From an optimization exercise on the open Yosys and OpenROAD flow, aimed at small area, a short achievable clock period and few clock cycles; shortcuts taken in it are not production practice. The RTL was checked by simulation tests, not by an equivalence proof against the original design. Power and IR drop assume default switching activity.

== build 12 ==
// net_core
module net_core (
    input  logic                      clk,
    input  logic                      n_reset,
    input  logic                      pkt_valid_i,
    input  logic [10-1:0] pkt_id_i,
    input  logic [1:0]                pkt_op_i,
    input  logic [8-1:0]  pkt_addr_i,
    input  logic [32-1:0]   pkt_data_i,
    output logic                      running_o,
    output logic                      exception_o,
    output logic                      trace_we_o,
    output logic [5-1:0]    trace_addr_o,
    output logic [32-1:0]   trace_data_o
);
    localparam logic [3:0] C_NOP  = 4'd0,  C_ADD  = 4'd1,  C_SUB  = 4'd2,
                           C_AND  = 4'd3,  C_OR   = 4'd4,  C_MOV  = 4'd5,
                           C_ADDI = 4'd6,  C_BEQZ = 4'd7,  C_BNEZ = 4'd8,
                           C_JALR = 4'd9,  C_DONE = 4'd10, C_JR   = 4'd11,
                           C_J    = 4'd12;
    localparam int NB = 4;   
    logic running_r;
    logic pkt_hit;
    logic start;
    logic reg_pkt;
    assign pkt_hit = pkt_valid_i && (pkt_id_i == 10'd1);
    assign start   = pkt_hit && !running_r && (pkt_op_i == 2'd0);
    assign reg_pkt = pkt_hit && !running_r && (pkt_op_i == 2'd2)
                     && (pkt_addr_i[7:5] == 3'd0) && (pkt_addr_i[4:0] != 5'd0);
    assign running_o = running_r;
    always_ff @(posedge clk)
    begin
        if (!n_reset)
            exception_o <= 1'b0;
        else if (pkt_hit && running_r && (pkt_op_i == 2'd0))
            exception_o <= 1'b1;
    end
    function automatic logic [13:0] encode(input logic [15:0] w);
        logic [3:0] c;
        logic       rd0;
        rd0 = (w[9:5] == 5'd0);
        case (w[15:10])
            6'h01:   c = rd0 ? C_NOP : C_ADD;
            6'h02:   c = rd0 ? C_NOP : C_SUB;
            6'h03:   c = rd0 ? C_NOP : C_AND;
            6'h04:   c = rd0 ? C_NOP : C_OR;
            6'h05:   c = rd0 ? C_NOP : C_MOV;
            6'h06:   c = rd0 ? C_NOP : C_ADDI;
            6'h07:   c = rd0 ? C_J   : C_BEQZ;
            6'h08:   c = rd0 ? C_NOP : C_BNEZ;
            6'h09:   c = rd0 ? C_JR  : C_JALR;
            6'h0A:   c = C_DONE;
            default: c = C_NOP;
        endcase
        encode = {c, w[9:0]};
    endfunction
    logic        iw_v;
  ...
For scale: roughly 5000 flip-flops, about 210000 um2 of cells after synthesis.
Settings: LEC_CHECK=0, CAP_MARGIN=20, CORE_MARGIN=2, CORE_UTILIZATION=40, SETUP_SLACK_MARGIN=3.8, SLEW_MARGIN=20; clock period 7.2 ns.
run.sh (not shown) runs the stock make flow with config.mk's settings and CLKGATE_MAP_FILE= SYNTH_SCRIPT=/design/flow/synth_recipe.tcl, a recipe that flattens the netlist after the stock synthesis.
Testbench counts of build 12, summed over its fixed seeds: cycles 70,945.
The inputs of build 13 differ from those of build 12 as listed below.
diff --git a/flow/config.mk b/flow/config.mk
--- a/flow/config.mk
+++ b/flow/config.mk
@@ -8,5 +8,7 @@
 export CAP_MARGIN = 20
 export CORE_MARGIN = 2
-export CORE_UTILIZATION = 40
+export CORE_UTILIZATION = 48
+export CTS_CLUSTER_DIAMETER = 60
+export CTS_CLUSTER_SIZE = 20
 export SETUP_SLACK_MARGIN = 3.8
 export SLEW_MARGIN = 20
Instance area after placement | build 13 below build 12
Summary — area of all placed cells without fillers, build 13 relative to build 12: lower, by about 1.6%.
| H-tree depth | build 13 vs build 12 | 1 lower |
Peak fanout along the critical path: build 13 < build 12
Looking at post-layout worst setup margin, build 13 sits above build 12.
~same fraction of cell area in non-clock buffers in build 13 and build 12
Build 13 vs build 12 on pin count of the biggest net entering global routing: build 13 is the higher one.
On build 13: hold slack is 0.0064 ns higher than what build 12 gave.
Clock latency on the worst-skew pair delta for build 13 relative to build 12: 0.07 ns lower
Between build 13 and build 12, it is build 13 whose routed wire length is higher, by 5000 um.
| number of buffer and inverter stages on the critical path | build 13 vs build 12 | ≈ equal |
Relative to build 13, the following input files were edited for build 43:
diff --git a/flow/config.mk b/flow/config.mk
--- a/flow/config.mk
+++ b/flow/config.mk
@@ -8,7 +8,8 @@
 export CAP_MARGIN = 20
 export CORE_MARGIN = 2
-export CORE_UTILIZATION = 48
+export CORE_UTILIZATION = 53
 export CTS_CLUSTER_DIAMETER = 60
 export CTS_CLUSTER_SIZE = 20
-export SETUP_SLACK_MARGIN = 3.8
+export PLACE_DENSITY = 0.65
+export SETUP_SLACK_MARGIN = 4.0
 export SLEW_MARGIN = 20
Results
Global router's overall resource usage delta for build 43 relative to build 13: 2.5 points higher
Build 13 → build 43: post-route standard cell area excluding fillers shows no meaningful change, measured slew at the worst slew-check pin shows a reduction of 0.024 ns.

========
net_core, a different RTL version from the one above (not shown whole).
Size: about 10000 cells after synthesis, roughly 0.20 sq mm of cells after synthesis.
export LEC_CHECK = 0
export CAP_MARGIN = 20
export CORE_MARGIN = 2
export CORE_UTILIZATION = 48
export CTS_CLUSTER_DIAMETER = 60
export CTS_CLUSTER_SIZE = 20
export SETUP_SLACK_MARGIN = 3.5
export SLEW_MARGIN = 20
create_clock -name core_clock -period 7.2 [get_ports {clk}]
The starting point passed the timing, design-rule and antenna checks.
Testbench counts at the start, summed over its fixed seeds: cycles 70,945.
Next try:
Settings changed: CORE_UTILIZATION 48 to 40, CTS_CLUSTER_DIAMETER 60 to default, CTS_CLUSTER_SIZE 20 to default, SETUP_SLACK_MARGIN 3.5 to 2.5.
Outcome: Hold slack loses 0.0057 ns. Cell area hardly moves. Via count hardly moves.
Next try:
Settings changed: SETUP_SLACK_MARGIN 2.5 to 3.5.
=> The changed run completed without violations; setup slack improves by 0.78 ns; design area goes up slightly; synthesized cell count is unchanged; final cell count came out higher slightly; hold slack barely changes; sequential power stays flat; clock power is about the same; area after synthesis stays the same; utilization increases by 0.60 points; wire length rises by a few percent.

-- port drivers added, routing unchanged --
The results above use ideal ports. As a check the final layouts listed here were re-extracted and re-timed, cells and wires unchanged.
Step 1, drivers: a clkbuf_16 drives clk and a buf_2 each remaining input, both assumed.
Step 2 adds t to the input delays and takes it off the output delays; t is the mean of the earliest and latest rising clock arrival at the registers after step 1. Input paths then give back, and output paths get back, about the clock's delay inside the block.
a / b / c = no drivers / after step 1 / after step 2; a / b = the first two.
| run | t, ns | setup WS [ns] | hold WS [ns] | worst data-port slew with drivers (ns) |
|---|---|---|---|---|
| build 12 | 1.154 | 3.495 / 3.495 / 3.047 | 0.326 / 0.326 / 0.326 | 0.21 |
| build 13 | 1.109 | 3.619 / 3.619 / 3.372 | 0.332 / 0.332 / 0.332 | 0.13 |
| build 43 | 1.100 | 3.612 / 3.612 / 3.044 | 0.330 / 0.330 / 0.330 | 0.14 |
| the first run of note 2 | 1.107 | 3.413 / 3.413 / 2.947 | 0.331 / 0.331 / 0.331 | 0.05 |
| the second run of note 2 | 1.133 | 2.585 / 2.585 / 2.585 | 0.326 / 0.326 / 0.326 | 0.25 |
| the third run of note 2 | 1.140 | 3.364 / 3.364 / 3.364 | 0.327 / 0.327 / 0.327 | 0.22 |
After both steps every run listed still meets setup and hold. The setup slack of build 43, which loses most, moves by 0.000 ns with the drivers and by -0.568 ns with both steps.
